This is an optimization exercise on Yosys and OpenROAD, whose aim is small area, a short achievable clock period and few clock cycles per item, not a production implementation. The RTL was checked by simulation tests, not by an equivalence proof against the original design. Power and IR drop assume default switching activity.

**flow/run.sh**
```bash
#!/bin/bash
# synth_recipe.tcl (not shown) runs the flow's synth.tcl, then flattens the netlist and writes it again
# the make line also repeats each setting of config.mk as NAME=value (left out here)
make -C /OpenROAD-flow-scripts/flow DESIGN_CONFIG=/design/flow/config.mk WORK_HOME=/design/flow/orfs CLKGATE_MAP_FILE= SYNTH_SCRIPT=/design/flow/synth_recipe.tcl finish
```
**flow/constraint.sdc**
```tcl
create_clock -name core_clock -period 6.5 [get_ports {aclk}]
set_input_delay 1.3000 -clock core_clock [delete_from_list [all_inputs] [get_ports {aclk}]]
set_output_delay 1.3000 -clock core_clock [all_outputs]
set_load 0.01 [all_outputs]
```
**flow/design.v**
```verilog
package tsbd_pkg;
    localparam int DEFAULT_MAX_DIMENSION = 4096;
    localparam int DEFAULT_TILE_SIDE     = 32;
    localparam int TEXEL_W    = 32;
    localparam int INDEX_W    = 24;
    localparam int CHANNEL_W  = 8;
    localparam int CFG_ADDR_W = 3;
    localparam int CFG_DATA_W = 14;
    localparam int FORMAT_W   = 2;
    localparam int DIM_REG_W  = 13;
    localparam int PITCH_REG_W = 14;
    typedef enum logic [FORMAT_W-1:0] {
        FMT_RGBA8888 = 2'd0,
        FMT_RGBA4444 = 2'd1,
        FMT_RGB565   = 2'd2,
        FMT_RGBA5551 = 2'd3
    } pixel_format_t;
    localparam logic [CFG_ADDR_W-1:0] REG_PIXEL_FORMAT = 3'd0;
    localparam logic [CFG_ADDR_W-1:0] REG_TILED_LAYOUT = 3'd1;
    localparam logic [CFG_ADDR_W-1:0] REG_IMAGE_WIDTH  = 3'd2;
    localparam logic [CFG_ADDR_W-1:0] REG_IMAGE_HEIGHT = 3'd3;
    localparam logic [CFG_ADDR_W-1:0] REG_ROW_PITCH    = 3'd4;
    localparam logic [CHANNEL_W-1:0] ALPHA_OPAQUE = 8'hFF;
    localparam logic [CHANNEL_W-1:0] ALPHA_CLEAR  = 8'h00;
    function automatic logic [CHANNEL_W-1:0] rep4(input logic [3:0] t);
        rep4 = {t, t};
    endfunction
    function automatic logic [CHANNEL_W-1:0] rep5(input logic [4:0] t);
        rep5 = {t, t[4:2]};
    endfunction
    function automatic logic [CHANNEL_W-1:0] rep6(input logic [5:0] t);
        rep6 = {t, t[5:4]};
    endfunction
endpackage
module texel_stream_to_bgra_decoder_core #(
    parameter int MAX_DIMENSION = tsbd_pkg::DEFAULT_MAX_DIMENSION,
    parameter int TILE_SIDE     = tsbd_pkg::DEFAULT_TILE_SIDE
) (
    input  logic                               aclk,
    input  logic                               aresetn,
    input  logic                               cfg_wr_en,
    input  logic [tsbd_pkg::CFG_ADDR_W-1:0]    cfg_addr,
    input  logic [tsbd_pkg::CFG_DATA_W-1:0]    cfg_wdata,
    input  logic                               s_valid,
    output logic                               s_ready,
    input  logic [tsbd_pkg::TEXEL_W-1:0]       s_texel_word,
    output logic                               m_valid,
    input  logic                               m_ready,
    output logic [tsbd_pkg::INDEX_W-1:0]       m_pixel_index,
    output logic [tsbd_pkg::CHANNEL_W-1:0]     m_blue,
    output logic [tsbd_pkg::CHANNEL_W-1:0]     m_green,
    output logic [tsbd_pkg::CHANNEL_W-1:0]     m_red,
    output logic [tsbd_pkg::CHANNEL_W-1:0]     m_alpha,
    output logic                               m_image_end
);
    localparam int DIM_W   = $clog2(MAX_DIMENSION + 1);
    localparam int POS_W   = $clog2(MAX_DIMENSION);
    localparam int TILE_W  = $clog2(TILE_SIDE);
    localparam int ROW_W   = (POS_W > TILE_W) ? POS_W : TILE_W;
    localparam int COL_W   = $clog2(2 * MAX_DIMENSION);
    localparam int PITCH_W = $clog2(2 * MAX_DIMENSION + 1);
    localparam int CMP_W   = (COL_W + 2 > tsbd_pkg::CFG_DATA_W + 1) ?
                             COL_W + 2 : tsbd_pkg::CFG_DATA_W + 1;
    localparam int IDX_W   = POS_W + DIM_W + 1;
    localparam int AREA_W  = 2 * DIM_W;
    tsbd_pkg::pixel_format_t                format_reg;
    logic                                   tiled_reg;
    logic [tsbd_pkg::DIM_REG_W-1:0]         width_reg;
    logic [tsbd_pkg::DIM_REG_W-1:0]         height_reg;
    logic [tsbd_pkg::PITCH_REG_W-1:0]       pitch_reg;
    logic [COL_W-1:0]  col_reg,  col_next;
    logic [ROW_W-1:0]  row_reg,  row_next;
    logic [POS_W-1:0]  tcb_reg,  tcb_next;
    logic [POS_W-1:0]  trb_reg,  trb_next;
    logic                           s1_valid_reg;
    logic [tsbd_pkg::TEXEL_W-1:0]   s1_word_reg;
    logic [POS_W-1:0]               s1_x_reg;
    logic [POS_W-1:0]               s1_y_reg;
    logic                           m_valid_reg;
    logic [tsbd_pkg::INDEX_W-1:0]   m_index_reg;
    logic [tsbd_pkg::CHANNEL_W-1:0] m_blue_reg, m_green_reg, m_red_reg, m_alpha_reg;
    logic                           m_end_reg;
    logic [DIM_W-1:0]   w_clamp, h_clamp;
    logic [PITCH_W-1:0] pitch_eff;
    logic               s_accept, s1_advance, out_free, cfg_hit;
    logic [CMP_W-1:0]   x_wide, y_wide;
    logic               keep;
    logic [tsbd_pkg::CHANNEL_W-1:0] dec_b, dec_g, dec_r, dec_a;
    logic [IDX_W-1:0]               index_full;
    always_comb begin
        if (width_reg == '0) begin
            w_clamp = DIM_W'(1);
        end else if (CMP_W'(width_reg) > CMP_W'(MAX_DIMENSION)) begin
            w_clamp = DIM_W'(MAX_DIMENSION);
        end else begin
            w_clamp = DIM_W'(width_reg);
        end
        if (height_reg == '0) begin
            h_clamp = DIM_W'(1);
        end else if (CMP_W'(height_reg) > CMP_W'(MAX_DIMENSION)) begin
            h_clamp = DIM_W'(MAX_DIMENSION);
        end else begin
            h_clamp = DIM_W'(height_reg);
        end
        if (CMP_W'(pitch_reg) < CMP_W'(w_clamp)) begin
            pitch_eff = PITCH_W'(w_clamp);
        end else if (CMP_W'(pitch_reg) > CMP_W'(2 * MAX_DIMENSION)) begin
            pitch_eff = PITCH_W'(2 * MAX_DIMENSION);
        end else begin
            pitch_eff = PITCH_W'(pitch_reg);
        end
    end
    assign out_free   = !m_valid_reg || m_ready;
    assign s1_advance = s1_valid_reg && out_free;
    assign s_ready    = !s1_valid_reg || out_free;
    assign s_accept   = s_valid && s_ready;
    assign cfg_hit    = cfg_wr_en && (cfg_addr <= tsbd_pkg::REG_ROW_PITCH);
    always_comb begin
        if (tiled_reg) begin
            x_wide = CMP_W'(tcb_reg) + CMP_W'(col_reg);
            y_wide = CMP_W'(trb_reg) + CMP_W'(row_reg);
            keep   = (CMP_W'(col_reg) < CMP_W'(TILE_SIDE)) &&
                     (CMP_W'(row_reg) < CMP_W'(TILE_SIDE)) &&
                     (x_wide < CMP_W'(w_clamp)) && (y_wide < CMP_W'(h_clamp));
        end else begin
            x_wide = CMP_W'(col_reg);
            y_wide = CMP_W'(row_reg);
            keep   = (x_wide < CMP_W'(w_clamp)) && (y_wide < CMP_W'(h_clamp));
        end
    end
    always_comb begin
        col_next = col_reg;
        row_next = row_reg;
        tcb_next = tcb_reg;
        trb_next = trb_reg;
        if (cfg_hit) begin
            col_next = '0;
            row_next = '0;
            tcb_next = '0;
            trb_next = '0;
        end else if (s_accept) begin
            if (tiled_reg) begin
                if (CMP_W'(col_reg) + CMP_W'(1) >= CMP_W'(TILE_SIDE)) begin
                    col_next = '0;
                    if (CMP_W'(row_reg) + CMP_W'(1) >= CMP_W'(TILE_SIDE)) begin
                        row_next = '0;
                        if (CMP_W'(tcb_reg) + CMP_W'(TILE_SIDE) >= CMP_W'(w_clamp)) begin
                            tcb_next = '0;
                            if (CMP_W'(trb_reg) + CMP_W'(TILE_SIDE) >= CMP_W'(h_clamp)) begin
                                trb_next = '0;
                            end else begin
                                trb_next = POS_W'(CMP_W'(trb_reg) + CMP_W'(TILE_SIDE));
                            end
                        end else begin
                            tcb_next = POS_W'(CMP_W'(tcb_reg) + CMP_W'(TILE_SIDE));
                        end
                    end else begin
                        row_next = row_reg + ROW_W'(1);
                    end
                end else begin
                    col_next = col_reg + COL_W'(1);
                end
            end else begin
                if (CMP_W'(col_reg) + CMP_W'(1) >= CMP_W'(pitch_eff)) begin
                    col_next = '0;
                    if (CMP_W'(row_reg) + CMP_W'(1) >= CMP_W'(h_clamp)) begin
                        row_next = '0;
                    end else begin
                        row_next = row_reg + ROW_W'(1);
                    end
                end else begin
                    col_next = col_reg + COL_W'(1);
                end
            end
        end
    end
    always_ff @(posedge aclk) begin
        if (!aresetn) begin
            format_reg <= tsbd_pkg::FMT_RGBA4444;
            tiled_reg  <= 1'b0;
            width_reg  <= tsbd_pkg::DIM_REG_W'(1);
            height_reg <= tsbd_pkg::DIM_REG_W'(1);
            pitch_reg  <= tsbd_pkg::PITCH_REG_W'(1);
            col_reg    <= '0;
            row_reg    <= '0;
            tcb_reg    <= '0;
            trb_reg    <= '0;
        end else begin
            if (cfg_wr_en) begin
                case (cfg_addr)
                    tsbd_pkg::REG_PIXEL_FORMAT: begin
                        format_reg <= tsbd_pkg::pixel_format_t'(cfg_wdata[tsbd_pkg::FORMAT_W-1:0]);
                    end
                    tsbd_pkg::REG_TILED_LAYOUT: tiled_reg <= cfg_wdata[0];
                    tsbd_pkg::REG_IMAGE_WIDTH:  width_reg <= cfg_wdata[tsbd_pkg::DIM_REG_W-1:0];
                    tsbd_pkg::REG_IMAGE_HEIGHT: height_reg <= cfg_wdata[tsbd_pkg::DIM_REG_W-1:0];
                    tsbd_pkg::REG_ROW_PITCH:    pitch_reg <= cfg_wdata[tsbd_pkg::PITCH_REG_W-1:0];
                    default: ;
                endcase
            end
            col_reg <= col_next;
            row_reg <= row_next;
            tcb_reg <= tcb_next;
            trb_reg <= trb_next;
        end
    end
    always_ff @(posedge aclk) begin
        if (!aresetn) begin
            s1_valid_reg <= 1'b0;
        end else if (s_accept) begin
            s1_valid_reg <= keep;
        end else if (s1_advance) begin
            s1_valid_reg <= 1'b0;
        end
    end
    always_ff @(posedge aclk) begin
        if (s_accept) begin
            s1_word_reg <= s_texel_word;
            s1_x_reg    <= x_wide[POS_W-1:0];
            s1_y_reg    <= y_wide[POS_W-1:0];
        end
    end
    always_comb begin
        case (format_reg)
            tsbd_pkg::FMT_RGBA8888: begin
                dec_r = s1_word_reg[7:0];
                dec_g = s1_word_reg[15:8];
                dec_b = s1_word_reg[23:16];
                dec_a = s1_word_reg[31:24];
            end
            tsbd_pkg::FMT_RGBA4444: begin
                dec_a = tsbd_pkg::rep4(s1_word_reg[3:0]);
                dec_b = tsbd_pkg::rep4(s1_word_reg[7:4]);
                dec_g = tsbd_pkg::rep4(s1_word_reg[11:8]);
                dec_r = tsbd_pkg::rep4(s1_word_reg[15:12]);
            end
            tsbd_pkg::FMT_RGB565: begin
                dec_b = tsbd_pkg::rep5(s1_word_reg[4:0]);
                dec_g = tsbd_pkg::rep6(s1_word_reg[10:5]);
                dec_r = tsbd_pkg::rep5(s1_word_reg[15:11]);
                dec_a = tsbd_pkg::ALPHA_OPAQUE;
            end
            default: begin
                dec_a = s1_word_reg[0] ? tsbd_pkg::ALPHA_OPAQUE : tsbd_pkg::ALPHA_CLEAR;
                dec_b = tsbd_pkg::rep5(s1_word_reg[5:1]);
                dec_g = tsbd_pkg::rep5(s1_word_reg[10:6]);
                dec_r = tsbd_pkg::rep5(s1_word_reg[15:11]);
            end
        endcase
    end
    assign index_full = IDX_W'(s1_y_reg) * IDX_W'(w_clamp) + IDX_W'(s1_x_reg);
    always_ff @(posedge aclk) begin
        if (!aresetn) begin
            m_valid_reg <= 1'b0;
        end else if (out_free) begin
            m_valid_reg <= s1_valid_reg;
        end
    end
    always_ff @(posedge aclk) begin
        if (s1_advance) begin
            m_index_reg <= tsbd_pkg::INDEX_W'(index_full);
            m_blue_reg  <= dec_b;
            m_green_reg <= dec_g;
            m_red_reg   <= dec_r;
            m_alpha_reg <= dec_a;
            m_end_reg   <= (DIM_W'(s1_x_reg) == w_clamp - DIM_W'(1)) &&
                           (DIM_W'(s1_y_reg) == h_clamp - DIM_W'(1));
        end
    end
    assign m_valid       = m_valid_reg;
    assign m_pixel_index = m_index_reg;
    assign m_blue        = m_blue_reg;
    assign m_green       = m_green_reg;
    assign m_red         = m_red_reg;
    assign m_alpha       = m_alpha_reg;
    assign m_image_end   = m_end_reg;
endmodule
```
**flow/config.mk**
```make
export PLATFORM = sky130hd
export DESIGN_NAME = texel_stream_to_bgra_decoder_core
export DESIGN_NICKNAME = texel_stream_to_bgra_decoder_core
export VERILOG_FILES = /design/flow/design.v
export SDC_FILE = /design/flow/constraint.sdc
export NUM_CORES = 4
export LEC_CHECK = 0
export CAP_MARGIN = 20
export CORE_MARGIN = 2
export CORE_UTILIZATION = 40
export SLEW_MARGIN = 20
```
==> summary.txt <==
- The flow ran to the end and the layout has no timing, DRC or antenna violations.
- After detailed routing, the number of vias per cell comes to approximately 5.4.
- The tool flagged a number of max-cap violations equal to 0.
- about 110 I/O pins were placed.
- The die covers 47100 um^2.
- The data required time at the worst endpoint is roughly 6.8 ns.
- Summed over all instances, the cell type with the most area after synthesis is sky130_fd_sc_hd__edfxtp_1.
- The first global-routing pass estimated about 80000 um of wire.
- In the final layout, the multi-input gates occupy 11800 um^2.
- In this run the vertical extent of the chip is 217 um.
- The number of DRC violations after detailed routing is 0.
- Timing analysis after detailed placement gives a worst setup slack of 0.0927 ns.
- The detailed placement HPWL is 38000 um.
- Cell internal power was estimated by the tool at approximately 0.0022 W.
- The core region is 45100 um^2.
- The final antenna-violating net count is 0.
- The peak clock frequency supported by timing is 162 MHz.
- Across the VDD grid, the largest voltage drop is around 0.00019 V.
- The floorplan has just under 80 rows.
- Entering global routing, the biggest net connects a little under 60 pins.
- In the synthesized netlist, mux cells make up between 3 and 4% of the area.
- The sequential cell area fraction in the yosys report is roughly 28%.
- The initial antenna violation count is 0.
- The share of total power dissipated in sequential elements is 45.0%.
- The total overflow left after global routing is 0.
- In this run the biggest area consumer among cell types represents about a fifth of the synthesized area.
- The number of library cell types mapped by synthesis is 85.
- The clock tree synthesis step divided the H-tree into 4 levels.
- The clock transition at the registers of the reported paths is around 0.090 ns.
- Input and output buffers added on the ports amount to 112.
- The hold violation count in the final report is 0.
- The weighted congestion reported at the end of routability-driven placement is 0.924.
- In the final layout, the share of cells above drive strength 1 is 7.15%.
- Buffers inserted during clock tree synthesis total 17.
- Yosys mapped a number of flops with a built-in enable equal to between 100 and 150.
- The latest clock arrival within the worst-skew pair is 0.51 ns.
- The element type at the critical path end is a flop.
- After Yosys synthesis, and, or, nand and nor cells account for 18.7% of the synthesized area.
- Measured along the x axis, the die boundary spans 217 um.
- Synthesis inferred 197 register bits.
- The via count of the first global-routing pass is 14552.
- Sorting the synthesized cells by how often they occur yields sky130_fd_sc_hd__nand2_1, sky130_fd_sc_hd__inv_1, sky130_fd_sc_hd__ha_1.
- The filler cell count in the final layout is 4305.
- The sequential standard cell area is just over 5000 um^2.
- The post-synthesis net count is 2355.
- In this run the cell area of the synthesized design comes to 18100 um^2.
- The setup check on the worst reg-to-reg path leaves a slack of 0.32 ns.
- For the worst setup path, the data arrival time is 6.44 ns.
- Power spread over the standard cell area amounts to 156 nW/um^2.
- By area the synthesized netlist is led by sky130_fd_sc_hd__edfxtp_1, sky130_fd_sc_hd__ha_1, sky130_fd_sc_hd__fa_1, sky130_fd_sc_hd__dfxtp_1, sky130_fd_sc_hd__nand2_1.
- The count of endpoints failing setup in the final report is 0.
- The fraction of the mapped netlist area in compound gates is 12.6%.
- The placed cell count is 2636.
- After layout, the minimum clock period comes to 6.18 ns.
- Net switching is 30.1% of the power.
- The number of cells in the finished layout apart from fillers is 2669.
- The maximum clock path buffer count is 2.
- For the final database, setup skew stands at 0.0169 ns.
- The final period utilization is 95.0%.
- By area, the combinational part of the netlist is dominated by adder cells.
- The final count of pins violating max slew is 0.
- STA classifies the critical path startpoint as a flop.
- In this run the tightest slew margin relative to its limit is between 40% and 50%.
- The routed wire length per instance is ~18 um.
- In this run the worst path has a maximum fanout of 5.
- The final layout contains routed wiring with a total length of 49200 um.
- The count of synthesis-stage warnings from yosys is 1.
- After the last flow step, the layout net total stands at 2423.
- The async set or reset register ratio after synthesis is 0%.
- Among all flip-flop cells after synthesis, the most frequent one is sky130_fd_sc_hd__edfxtp_1.
- The smallest setup slack after layout is ~0.32 ns.
- The sink count of the clock tree is 197.
- The layout-stage area growth over the synthesis result is 13.5%.
- The path class of the tightest hold or removal check is reg -> reg.
- For this design the total switching power over the nets is 0.000965 W.
- TritonCTS built the clock tree.
- The initial utilization of the core area, before any placement, comes to about 40%.
- Global routing consumed, over all layers together, 21.7% of the routing resources.
- The transition at the pin with the smallest max-transition slack is 0.874 ns.
- The number of instances in the synthesized netlist is 1988.
- The count of inserted antenna diode cells is 0.
- Hold repair after CTS inserted 0 buffers.
- For this design the static power due to leakage is 8.95 nW.
- After synthesis, the mean cell area works out to slightly above 9 um^2.
- The proportion of power drawn by combinational gates is 18.9%.
- The clock share of power is 36.1%.
- After Yosys synthesis, full adders, half adders and majority gates account for 26.6% of the synthesized area.
- The number of violations reported at the end of detailed-routing iteration 0 is 905.
- The register with the most flip-flops in the layout has 32 of them.
- The post-synthesis share of cell area spent on xor and xnor gates is 3.72%.
- The class of the most critical setup path is reg -> reg.
- Adding up every negative setup slack in the final design gives 0 ns.
- Summing over every cut layer, the via total after detailed routing is around 14000.
- The number of detailed-route iterations in the first pass is 5.
- The most common cell in the netlist is sky130_fd_sc_hd__nand2_1.
- The root buffer cell is sky130_fd_sc_hd__clkbuf_16.
==> final timing paths <==
| check | to | from | cells after the start |
|---|---|---|---|
| worst max-delay path | m_index_reg[21] | width_reg[1] | 21 |
| worst min-delay path | width_reg[7] | width_reg[7] | 2 |
| worst max register to register | m_index_reg[21] | width_reg[1] | 21 |
| worst min register to register | width_reg[7] | width_reg[7] | 2 |
==> placed cells by master, fill, tap and decap left out, types with 12 or more instances in the layout <==
| cell type | n |
|---|---|
| sky130_fd_sc_hd__nand2_1 | 249 |
| sky130_fd_sc_hd__inv_1 | 210 |
| sky130_fd_sc_hd__ha_1 | 193 |
| sky130_fd_sc_hd__fa_1 | 120 |
| sky130_fd_sc_hd__edfxtp_1 | 113 |
| sky130_fd_sc_hd__clkdlybuf4s50_1 | 112 |
| sky130_fd_sc_hd__nor2_1 | 111 |
| sky130_fd_sc_hd__and2_1 | 83 |
| sky130_fd_sc_hd__dfxtp_1 | 83 |
| sky130_fd_sc_hd__a21oi_1 | 72 |
| sky130_fd_sc_hd__o21ai_0 | 68 |
| sky130_fd_sc_hd__nand3_1 | 56 |
| sky130_fd_sc_hd__xnor2_1 | 51 |
| sky130_fd_sc_hd__buf_4 | 51 |
| sky130_fd_sc_hd__a21boi_0 | 39 |
| sky130_fd_sc_hd__nor3_1 | 33 |
| sky130_fd_sc_hd__o21a_1 | 32 |
| sky130_fd_sc_hd__nor2b_1 | 27 |
| sky130_fd_sc_hd__and3_1 | 26 |
| sky130_fd_sc_hd__xor2_1 | 26 |
| sky130_fd_sc_hd__mux2_2 | 26 |
| sky130_fd_sc_hd__a21o_1 | 22 |
| sky130_fd_sc_hd__clkbuf_16 | 17 |
| sky130_fd_sc_hd__o211ai_1 | 15 |
| sky130_fd_sc_hd__a31oi_1 | 15 |
| sky130_fd_sc_hd__nand2b_1 | 14 |
| sky130_fd_sc_hd__nand4_1 | 14 |
| sky130_fd_sc_hd__nor4_1 | 14 |
| sky130_fd_sc_hd__mux2i_1 | 13 |
| sky130_fd_sc_hd__a211oi_1 | 12 |
==> worst max-delay path, stage by stage, from the launching register on <==
cell and delay (ns):
sky130_fd_sc_hd__dfxtp_1 0.35, sky130_fd_sc_hd__nor4_2 0.39, sky130_fd_sc_hd__a41oi_2 0.20, sky130_fd_sc_hd__nor2_2 0.26, sky130_fd_sc_hd__nand2_1 0.12, sky130_fd_sc_hd__fa_1 0.52
sky130_fd_sc_hd__fa_1 0.54, sky130_fd_sc_hd__inv_1 0.05, sky130_fd_sc_hd__fa_1 0.44, sky130_fd_sc_hd__fa_1 0.51, sky130_fd_sc_hd__inv_1 0.05, sky130_fd_sc_hd__fa_1 0.52
sky130_fd_sc_hd__inv_1 0.04, sky130_fd_sc_hd__ha_1 0.34, sky130_fd_sc_hd__nand2_1 0.17, sky130_fd_sc_hd__a2bb2oi_1 0.27, sky130_fd_sc_hd__a31oi_2 0.21, sky130_fd_sc_hd__a311oi_2 0.41
sky130_fd_sc_hd__buf_4 0.18, sky130_fd_sc_hd__o21bai_1 0.06, sky130_fd_sc_hd__a21oi_1 0.18, sky130_fd_sc_hd__xnor2_1 0.08
==> metal layers <==
metal / vias up / GRT usage, % / wire length [um]
met5: - / 0 / 0
met3: 65 / 3.98 / 2230
met2: 342 / 35.9 / 23200
met1: 6977 / 29.0 / 22700
li1: 6931 / - / -
met4: 0 / 6.69 / 988
==> area by class of cell <==
type | count | share of cell area, %
inverters | 212 | 3.87
repair buffers | 163 | 7.31
flip-flops and latches | 197 | 24.7
well taps | 600 | 3.65
multi-input cells | 1465 | 57.5
clock inverters | 15 | 0.979
clock buffers | 17 | 2.07
==> power by group through the flow <==
stage / clock network [W] / registers [W] / logic, W
after floorplan: 0 / 0.00147 / 0.000374
after global placement: 0 / 0.00147 / 0.000597
after detailed placement: 0 / 0.00147 / 0.000605
after CTS: 0.00119 / 0.00144 / 0.000610
after global routing: 0.00123 / 0.00145 / 0.000678
final: 0.00116 / 0.00145 / 0.000608
==> through the flow <==
stage                     cell area (um^2)  util [%]  hold WS, ns  power, W
after floorplan                      18100         -        0.452   0.00184
after global placement               19900      44.2        0.480   0.00207
after detailed placement             19900      44.2        0.480   0.00208
after CTS                            20500      45.5        0.494   0.00325
after global routing                 20600      45.7        0.517   0.00337
final                                20600      45.7        0.497   0.00321
==> cell families (layout without fill, tap and decap cells) <==
family / count (synthesis) / after routing
AOI/OAI and AO/OA: 343 / 343
xor gates and xnor gates: 77 / 77
adders and majority gates: 313 / 313
buffers and inverters: 326 / 407
DFF: 197 / 197
muxes: 48 / 48
and+or+nand+nor: 684 / 684
==> timing repair <==
action,4_1_cts,5_1_grt
gates resized for setup,0,10
setup buffers,0,1
endpoints found under the setup margin,0,6
Testbench counts, summed over its fixed seeds: cycles 210,391, pixels 165,777.

what the ideal ports hide:
No port has a modelled driver above. Below, the same layout with a new extraction and two added sets of constraints.
Step 1, drivers: a clkbuf_16 drives aclk and a buf_2 each remaining input, both assumed.
Step 2 moves the port delays by t, midway between the first and last clock arrival at a register: inputs arrive t later, outputs are due t later. That takes back most of the time a late clock gives input paths.
Slacks: ideal / step 1 / step 2; pairs: ideal / step 1.
t, ns: 0.554
slack for setup (ns): 0.323 / 0.323 / 0.323
hold WS [ns]: 0.497 / 0.497 / 0.497
slew at the worst register clock pin (ns): 0.09 / 0.09
worst slew at a driven data input, ns: 0.07
After both steps setup and hold are still met in this run. For this run, drivers alone change the setup slack by 0.000 ns; drivers and shift together by 0.000 ns.
